Background: an optimization exercise with open tools, aiming at small area, a short achievable clock period and few clock cycles per item. Do not read the settings as production practice.
The RTL was checked by simulation tests, not by an equivalence proof against the original design.
Power figures rest on the tool's default switching activity, not on a simulated workload.

==> design.v <==
`timescale 1ns/1ns
package fp2_calc_pkg;
    localparam int WORD_W    = 16;
    localparam int ADDR_W    = 6;
    localparam int RAM_DEPTH = 1 << ADDR_W;    
    localparam int OP_W      = 2;
    localparam int CMD_W     = OP_W + 3 * ADDR_W;
    localparam int RET_LSB = 0;
    localparam int OPB_LSB = ADDR_W;
    localparam int OPA_LSB = 2 * ADDR_W;
    localparam int OP_LSB  = 3 * ADDR_W;
    typedef logic [WORD_W-1:0] word_t;
    typedef logic [ADDR_W-1:0] addr_t;
    typedef logic [CMD_W-1:0]  cmd_t;
    typedef enum logic [OP_W-1:0] {
        ADD  = 2'd0,
        SUB  = 2'd1,
        DBL  = 2'd2,     
        CONJ = 2'd3      
    } alu_op_t;
    typedef enum logic [1:0] {
        IN_IDLE   = 2'd0,
        IN_LOAD   = 2'd1,
        IN_EXEC   = 2'd2,
        IN_RESULT = 2'd3
    } input_mode_t;
endpackage
`timescale 1ns/1ns
module fp_add_sub #(
    parameter int unsigned MODULUS = 65521
) (
    input  fp2_calc_pkg::word_t x,
    input  fp2_calc_pkg::word_t y,
    input  logic                sub,
    output fp2_calc_pkg::word_t z
);
    localparam logic [fp2_calc_pkg::WORD_W:0] MOD_EXT = (fp2_calc_pkg::WORD_W + 1)'(MODULUS);
    logic [fp2_calc_pkg::WORD_W:0] sum;
    logic [fp2_calc_pkg::WORD_W:0] diff;
    logic            borrow;
    logic            over;
    logic [fp2_calc_pkg::WORD_W:0] diff_wrap;
    logic [fp2_calc_pkg::WORD_W:0] sum_wrap;
    assign sum    = {1'b0, x} + {1'b0, y};
    assign diff   = {1'b0, x} - {1'b0, y};
    assign borrow = diff[fp2_calc_pkg::WORD_W];    
    assign over   = (sum >= MOD_EXT);
    assign diff_wrap = diff + MOD_EXT;
    assign sum_wrap  = sum - MOD_EXT;
    always_comb begin
        if (sub) begin
            if (borrow) begin
                z = diff_wrap[fp2_calc_pkg::WORD_W-1:0];
            end else begin
                z = diff[fp2_calc_pkg::WORD_W-1:0];
            end
        end else begin
            if (over) begin
                z = sum_wrap[fp2_calc_pkg::WORD_W-1:0];
            end else begin
                z = sum[fp2_calc_pkg::WORD_W-1:0];
            end
        end
    end
endmodule
`timescale 1ns/1ns
module operand_ram (
    input  logic                      clk,
    input  logic                      rst_n,
    input  fp2_calc_pkg::input_mode_t input_mode,
    input  fp2_calc_pkg::addr_t       waddr1,
    input  fp2_calc_pkg::addr_t       waddr2,
    input  fp2_calc_pkg::word_t       wdata1,
    input  fp2_calc_pkg::word_t       wdata2,
    input  fp2_calc_pkg::addr_t       raddr1,
    input  fp2_calc_pkg::addr_t       raddr2,
    input  fp2_calc_pkg::addr_t       rd_addr1,
    input  fp2_calc_pkg::addr_t       rd_addr2,
    output fp2_calc_pkg::word_t       rd_data1,
    output fp2_calc_pkg::word_t       rd_data2,
    input  logic                      wr_we1,
    input  logic                      wr_we2,
    input  fp2_calc_pkg::addr_t       wr_addr1,
    input  fp2_calc_pkg::addr_t       wr_addr2,
    input  fp2_calc_pkg::word_t       wr_data1,
    input  fp2_calc_pkg::word_t       wr_data2,
    output fp2_calc_pkg::word_t       outdata1,
    output fp2_calc_pkg::word_t       outdata2
);
    logic [fp2_calc_pkg::WORD_W-1:0] mem [0:fp2_calc_pkg::RAM_DEPTH-1];
    logic  load;
    logic  exec;
    logic  result;
    logic  we1;
    logic  we2;
    fp2_calc_pkg::addr_t wa1;
    fp2_calc_pkg::addr_t wa2;
    fp2_calc_pkg::word_t wd1;
    fp2_calc_pkg::word_t wd2;
    fp2_calc_pkg::addr_t ra1;
    fp2_calc_pkg::addr_t ra2;
    fp2_calc_pkg::word_t q1;
    fp2_calc_pkg::word_t q2;
    assign load   = (input_mode == fp2_calc_pkg::IN_LOAD);
    assign exec   = (input_mode == fp2_calc_pkg::IN_EXEC);
    assign result = (input_mode == fp2_calc_pkg::IN_RESULT);
    assign we1 = load || (exec && wr_we1);
    assign we2 = load || (exec && wr_we2);
    assign wa1 = load ? waddr1 : wr_addr1;
    assign wa2 = load ? waddr2 : wr_addr2;
    assign wd1 = load ? wdata1 : wr_data1;
    assign wd2 = load ? wdata2 : wr_data2;
    always_ff @(posedge clk) begin
        if (we1) begin
            mem[wa1] <= wd1;
        end
        if (we2) begin
            mem[wa2] <= wd2;    
        end
    end
    assign ra1 = result ? raddr1 : rd_addr1;
    assign ra2 = result ? raddr2 : rd_addr2;
    always_ff @(posedge clk) begin
        q1 <= mem[ra1];
        q2 <= mem[ra2];
    end
    assign rd_data1 = q1;
    assign rd_data2 = q2;
    assign outdata1 = result ? q1 : '0;
    assign outdata2 = result ? q2 : '0;
endmodule
`timescale 1ns/1ns
module fp2_alu #(
    parameter int unsigned MODULUS = 65521
) (
    input  logic                  clk,
    input  logic                  rst_n,
    input  logic                  capture_a,
    input  logic                  capture_b,
    input  logic                  compute,
    input  fp2_calc_pkg::alu_op_t op,
    input  fp2_calc_pkg::word_t   rd_data1,
    input  fp2_calc_pkg::word_t   rd_data2,
    output fp2_calc_pkg::word_t   wr_data1,
    output fp2_calc_pkg::word_t   wr_data2
);
    fp2_calc_pkg::word_t a0;
    fp2_calc_pkg::word_t a1;
    fp2_calc_pkg::word_t b0;
    fp2_calc_pkg::word_t b1;
    fp2_calc_pkg::word_t b0_op;
    fp2_calc_pkg::word_t b1_op;
    fp2_calc_pkg::word_t x0;
    fp2_calc_pkg::word_t y0;
    fp2_calc_pkg::word_t x1;
    fp2_calc_pkg::word_t y1;
    logic  sub0;
    logic  sub1;
    fp2_calc_pkg::word_t z0;
    fp2_calc_pkg::word_t z1;
    fp2_calc_pkg::word_t r0;
    fp2_calc_pkg::word_t r1;
    always_ff @(posedge clk or negedge rst_n) begin
        if (!rst_n) begin
            a0 <= '0;
            a1 <= '0;
            b0 <= '0;
            b1 <= '0;
            r0 <= '0;
            r1 <= '0;
        end else begin
            if (capture_a) begin
                a0 <= rd_data1;
                a1 <= rd_data2;
            end
            if (capture_b) begin
                b0 <= rd_data1;
                b1 <= rd_data2;
            end
            if (compute) begin
                r0 <= z0;
                r1 <= z1;
            end
        end
    end
    assign b0_op = capture_b ? rd_data1 : b0;
    assign b1_op = capture_b ? rd_data2 : b1;
    always_comb begin
        x0   = a0;
        y0   = b0_op;
        sub0 = 1'b0;
        x1   = a1;
        y1   = b1_op;
        sub1 = 1'b0;
        case (op)
            fp2_calc_pkg::ADD, fp2_calc_pkg::SUB: begin
                sub0 = (op == fp2_calc_pkg::SUB);
                sub1 = (op == fp2_calc_pkg::SUB);
            end
            fp2_calc_pkg::DBL: begin
                y0 = a0;
                y1 = a1;
            end
            fp2_calc_pkg::CONJ: begin
                y0   = '0;    
                x1   = '0;    
                y1   = a1;
                sub1 = 1'b1;
            end
            default: begin
                sub0 = 1'b0;
                sub1 = 1'b0;
            end
        endcase
    end
    fp_add_sub #(.MODULUS(MODULUS)) lane0 (.x(x0), .y(y0), .sub(sub0), .z(z0));
    fp_add_sub #(.MODULUS(MODULUS)) lane1 (.x(x1), .y(y1), .sub(sub1), .z(z1));
    assign wr_data1 = r0;
    assign wr_data2 = r1;
endmodule
`timescale 1ns/1ns
module calc_sequencer (
    input  logic                      clk,
    input  logic                      rst_n,
    input  fp2_calc_pkg::input_mode_t input_mode,
    input  fp2_calc_pkg::cmd_t        top_cmd,
    output fp2_calc_pkg::addr_t       rd_addr1,
    output fp2_calc_pkg::addr_t       rd_addr2,
    output logic                      wr_we1,
    output logic                      wr_we2,
    output fp2_calc_pkg::addr_t       wr_addr1,
    output fp2_calc_pkg::addr_t       wr_addr2,
    output logic                      capture_a,
    output logic                      capture_b,
    output logic                      compute,
    output fp2_calc_pkg::alu_op_t     op,
    output logic                      finished_flag
);
    typedef enum logic [2:0] {
        IDLE,
        RD_A,
        RD_B,
        CALC,
        WR,
        DONE
    } calc_state_t;
    calc_state_t state;
    calc_state_t state_nxt;
    fp2_calc_pkg::cmd_t        cmd_q;
    fp2_calc_pkg::addr_t       opr_a;
    fp2_calc_pkg::addr_t       opr_b;
    fp2_calc_pkg::addr_t       ret;
    fp2_calc_pkg::addr_t       rd_base;
    logic        exec;
    assign exec = (input_mode == fp2_calc_pkg::IN_EXEC);
    always_ff @(posedge clk) begin
        if (state == IDLE) begin
            cmd_q <= top_cmd;    
        end
    end
    assign op    = fp2_calc_pkg::alu_op_t'(cmd_q[fp2_calc_pkg::OP_LSB +: fp2_calc_pkg::OP_W]);
    assign opr_a = cmd_q[fp2_calc_pkg::OPA_LSB +: fp2_calc_pkg::ADDR_W];
    assign opr_b = cmd_q[fp2_calc_pkg::OPB_LSB +: fp2_calc_pkg::ADDR_W];
    assign ret   = cmd_q[fp2_calc_pkg::RET_LSB +: fp2_calc_pkg::ADDR_W];
    always_comb begin
        state_nxt = state;
        if (!exec) begin
            state_nxt = IDLE;    
        end else begin
            case (state)
                IDLE:    state_nxt = RD_A;
                RD_A:    state_nxt = RD_B;
                RD_B:    state_nxt = CALC;
                CALC:    state_nxt = WR;
                WR:      state_nxt = DONE;
                DONE:    state_nxt = DONE;
                default: state_nxt = IDLE;
            endcase
        end
    end
    always_ff @(posedge clk or negedge rst_n) begin
        if (!rst_n) begin
            state <= IDLE;
        end else begin
            state <= state_nxt;
        end
    end
    assign rd_base  = (state == RD_B) ? opr_b : opr_a;
    assign rd_addr1 = rd_base;
    assign rd_addr2 = rd_base + fp2_calc_pkg::addr_t'(1);    
    assign capture_a = (state == RD_B);
    assign capture_b = (state == CALC);
    assign compute   = (state == CALC);
    assign wr_we1   = (state == WR) && exec;
    assign wr_we2   = (state == WR) && exec;
    assign wr_addr1 = ret;
    assign wr_addr2 = ret + fp2_calc_pkg::addr_t'(1);
    assign finished_flag = (state == DONE);
endmodule
`timescale 1ns/1ns
module fp2_calc_core #(
    parameter int unsigned MODULUS = 65521
) (
    input  logic        clk,
    input  logic        rst_n,
    input  logic [1:0]  input_mode,
    input  logic [19:0] top_cmd,
    input  logic [5:0]  waddr1,
    input  logic [5:0]  waddr2,
    input  logic [15:0] wdata1,
    input  logic [15:0] wdata2,
    input  logic [5:0]  raddr1,
    input  logic [5:0]  raddr2,
    output logic [15:0] outdata1,
    output logic [15:0] outdata2,
    output logic        finished_flag
);
    fp2_calc_pkg::input_mode_t mode;
    fp2_calc_pkg::addr_t   rd_addr1;
    fp2_calc_pkg::addr_t   rd_addr2;
    fp2_calc_pkg::word_t   rd_data1;
    fp2_calc_pkg::word_t   rd_data2;
    logic    wr_we1;
    logic    wr_we2;
    fp2_calc_pkg::addr_t   wr_addr1;
    fp2_calc_pkg::addr_t   wr_addr2;
    fp2_calc_pkg::word_t   wr_data1;
    fp2_calc_pkg::word_t   wr_data2;
    logic    capture_a;
    logic    capture_b;
    logic    compute;
    fp2_calc_pkg::alu_op_t op;
    assign mode = fp2_calc_pkg::input_mode_t'(input_mode);
    operand_ram u_ram (
        .clk        (clk),
        .rst_n      (rst_n),
        .input_mode (mode),
        .waddr1     (waddr1),
        .waddr2     (waddr2),
        .wdata1     (wdata1),
        .wdata2     (wdata2),
        .raddr1     (raddr1),
        .raddr2     (raddr2),
        .rd_addr1   (rd_addr1),
        .rd_addr2   (rd_addr2),
        .rd_data1   (rd_data1),
        .rd_data2   (rd_data2),
        .wr_we1     (wr_we1),
        .wr_we2     (wr_we2),
        .wr_addr1   (wr_addr1),
        .wr_addr2   (wr_addr2),
        .wr_data1   (wr_data1),
        .wr_data2   (wr_data2),
        .outdata1   (outdata1),
        .outdata2   (outdata2)
    );
    fp2_alu #(.MODULUS(MODULUS)) u_alu (
        .clk       (clk),
        .rst_n     (rst_n),
        .capture_a (capture_a),
        .capture_b (capture_b),
        .compute   (compute),
        .op        (op),
        .rd_data1  (rd_data1),
        .rd_data2  (rd_data2),
        .wr_data1  (wr_data1),
        .wr_data2  (wr_data2)
    );
    calc_sequencer u_seq (
        .clk           (clk),
        .rst_n         (rst_n),
        .input_mode    (mode),
        .top_cmd       (top_cmd),
        .rd_addr1      (rd_addr1),
        .rd_addr2      (rd_addr2),
        .wr_we1        (wr_we1),
        .wr_we2        (wr_we2),
        .wr_addr1      (wr_addr1),
        .wr_addr2      (wr_addr2),
        .capture_a     (capture_a),
        .capture_b     (capture_b),
        .compute       (compute),
        .op            (op),
        .finished_flag (finished_flag)
    );
endmodule
==> run.sh <==
#!/bin/bash
# synth_recipe.tcl (not shown) runs the flow's synth.tcl, then flattens the netlist and writes it again
# the make line also repeats each setting of config.mk as NAME=value (left out here)
make -C /OpenROAD-flow-scripts/flow DESIGN_CONFIG=/design/flow/config.mk WORK_HOME=/design/flow/orfs CLKGATE_MAP_FILE= SYNTH_SCRIPT=/design/flow/synth_recipe.tcl finish
==> constraint.sdc <==
create_clock -name core_clock -period 5.0 [get_ports {clk}]
set_input_delay 1.0000 -clock core_clock [delete_from_list [all_inputs] [get_ports {clk}]]
set_output_delay 1.0000 -clock core_clock [all_outputs]
set_load 0.01 [all_outputs]
==> config.mk <==
export PLATFORM = sky130hd
export DESIGN_NAME = fp2_calc_core
export DESIGN_NICKNAME = fp2_calc_core
export VERILOG_FILES = /design/flow/design.v
export SDC_FILE = /design/flow/constraint.sdc
export NUM_CORES = 4
export LEC_CHECK = 0
export CAP_MARGIN = 20
export CORE_MARGIN = 2
export CORE_UTILIZATION = 40
export SLEW_MARGIN = 20
==> summary.txt <==
==> synthesized netlist by cell type (55+ instances only) <==
cell / number
nor2_1: 1160
buf_1: 98
mux4_2: 512
mux2_2: 85
nand2_1: 416
mux2i_1: 345
a21oi_1: 1097
clkbuf_1: 445
inv_1: 96
o21ai_0: 111
edfxtp_1: 1044
buf_2: 72
and3_1: 55
nand3_1: 74
dfrtp_1: 99
ha_1: 75
==> layout make-up <==
class                           instances  area, µm²
Timing Repair Buffer                  560       5210
Clock buffer                          190       3680
Sequential cell                      1175      34500
Clock inverter                         59        621
Antenna cell                            3       7.51
Tap cell                             2355       2950
Inverter                               98        368
Multi-Input combinational cell       4555      35300
Fill cell                           16100      95500
==> flip-flops by register name, indices dropped and copies added (netlist names), 16 cells and up <==
name / count
u_ram.mem: 1024
u_seq.cmd_q: 20
u_alu.a0: 16
u_alu.a1: 16
u_alu.b0: 16
u_alu.b1: 16
u_alu.r0: 16
u_alu.r1: 16
u_ram.q1: 16
u_ram.q2: 16
==> logic make-up after synthesis <==
logic type / share of synthesized area, %
DFF: 48.2
AOI/OAI and AO/OA: 12.0
adders and majority gates: 1.42
and+or+nand+nor: 11.4
buffers and inverters: 3.88
muxes: 22.3
xor gates and xnor gates: 0.808
==> report_power, final <==
part | switching (µW) | leakage, µW | internal, µW
logic | 11600 | 0.0173 | 6580
clock network | 4430 | 0.00207 | 5420
registers | 775 | 0.0111 | 12000
==> path summary, 6_finish.rpt <==
check | to | depth (start not counted) | from
setup / recovery | u_ram.q2[9] | 14 | u_seq.state[1]
hold / removal | u_alu.b0[3] | 1 | rst_n
setup reg to reg | u_ram.q2[9] | 14 | u_seq.state[1]
hold reg to reg | u_alu.b1[14] | 2 | u_alu.b1[14]
max in group asynchronous | u_alu.r1[5] | 2 | rst_n
min in group core_clock | u_alu.b1[14] | 2 | u_alu.b1[14]
==> metal layers <==
layer	vias up	track usage (%)	share of wire (%)
met5	-	0	0.015
met2	4209	47.6	46
met3	777	8.09	12
li1	24300	-	-
met1	28700	37.4	35
met4	6	18.0	6.8
==> per-stage QoR <==
stage | utilization (%) | TNS [ns]
floorplan | - | 0
global placement | 43.9 | -0.306
detailed placement | 43.9 | -0.457
CTS | 46.3 | 0
global route | 46.4 | 0
finish | 46.4 | 0
==> repair_timing <==
action,4_1_cts,5_1_grt
resized for setup,0,18
setup buffers,0,1
hold buffers,0,0
endpoints found under the setup margin,0,22
==> out/metrics.cfg <==
[outcome]
status=finished clean

[global_route]
grt_pass1_vias=55300
track_usage_pct=30.3
grt_max_degree=68
grt_pass1_wl_um=399000
grt_overflow=0
antenna_found_initial=12

[logic_synthesis]
syn-cell-area_um2=71600
ys_seq_area_share_pct=48.2
avgSynthCellArea_um2=11.1
synth_top_area_share_pct=43.8
syn-instance-count=6444
synth_flop_cell=edfxtp_1
synth_top_area_cell=edfxtp_1
ys_seq_elements=1175
synthTopCellsByArea=edfxtp_1, mux4_2, a21oi_1
synthArstFlopShare_pct=8.43
synthesis.nets=6603
synth_edf_count=1044
ys_types=92
yosysWarnings=4

[setup_path]
criticalPathCategory=reg2reg
cpPeakStageDelay_ns=0.58
cp-start-kind=flop
cp_max_fo=23
critPathArrivalTime_ns=5.45
crit_path_end_kind=flop
path_cells=nor3b_2, buf_4, mux2i_1, buf_4, inv_1, ha_1, mux2i_4, buf_12, buf_12, mux4_2, mux2i_2, nand2_1, a32oi_1, o221ai_1
reg2reg_setup_slack_ns=0.21
crit_family=multiplexers
slowest_stage=a32oi_1
cp.required_ns=5.66
path_buf_inv=5

[place]
place_area_um2=78200
port_buffers=112
dp.cells=8742
post-place-ws_ns=-0.319
dp_hpwl_um=193000
gp_congestion=0.997

[power]
powerDensity_nw_per_um2=494
fin_total_pwr_uw=40800
power.leakage_uw=0.0305
peakVddDrop_uv=399

[timing]
rsz0062_at_grt=false
timing.final.crit_share_pct=95.7
whs_ns=0.135
slew-limit-headroom_pct=24.2
worst_slew_pin_slew_ns=1.14
skew_ns=0.0473
maxSlewViolCount=0
max_freq_mhz=209
layout_min_cycle_time_ns=4.79
setup_viol=0
hold_violations=0
fin_ws_ns=0.213

[clock_network]
cts_root_buf=clkbuf_16
cts_tree=yes
cts_buffers=136
clk_latency_ns=0.83
clockBufferDepth=3
clk_pin_slew_worst_paths_ns=0.06
htree_levels=4
clkSinkCount=1175

[worst_hold_path]
hold_path.class=in2async

[drt]
routed_wl_um=280000
firstDrtPassIters=8
drc=0
vias=58000
wire_per_inst_um=31.1
ant_nets=0
drtIter0Drc=8398
viasPerCell=6.45

[die]
start_util_pct=40.2
row_count=155
die_w_um=427
pin_count=113
die_h_um=427
dieArea_um2=182000
core_area_um2=178000

[cells_and_area]
drive_gt1_share_pct=21.0
mostFrequentLayoutCell=nor2_1
layout_common_cells=nor2_1, a21oi_1, edfxtp_1
area_growth_pct=15.4
nets=6685
fin_cells=8995
fin_area_um2=82600

[job]
drv_cap=0

Testbench counts, summed over its fixed seeds: cycles 56,000, commands 8,000.

[static timing again, ports no longer ideal]
Ports are ideal in the flow. The routed layout listed here was re-timed in OpenROAD. Step 1 sets driving cells, clkbuf_16 on the clock port and buf_2 on the other inputs (assumed; they add their load-dependent delay and slew). Step 2, shift: input delay + t, output delay - t, t = (earliest + latest rising clock arrival at the registers) / 2. This alone moves slack from input paths to output paths. Slacks: no drivers / after step 1 / after step 2; pairs: no drivers / after step 1.
shift t [ns]: 0.899
slack for setup (ns): 0.213 / 0.213 / -0.241
hold slack, ns: 0.135 / 0.070 / 0.469
slew at the worst register clock pin (ns): 0.07 / 0.07
Met with ideal ports but missed after step 2: setup timing in this run. The setup slack of this run moves by 0.000 ns with the drivers and by -0.454 ns with both steps.
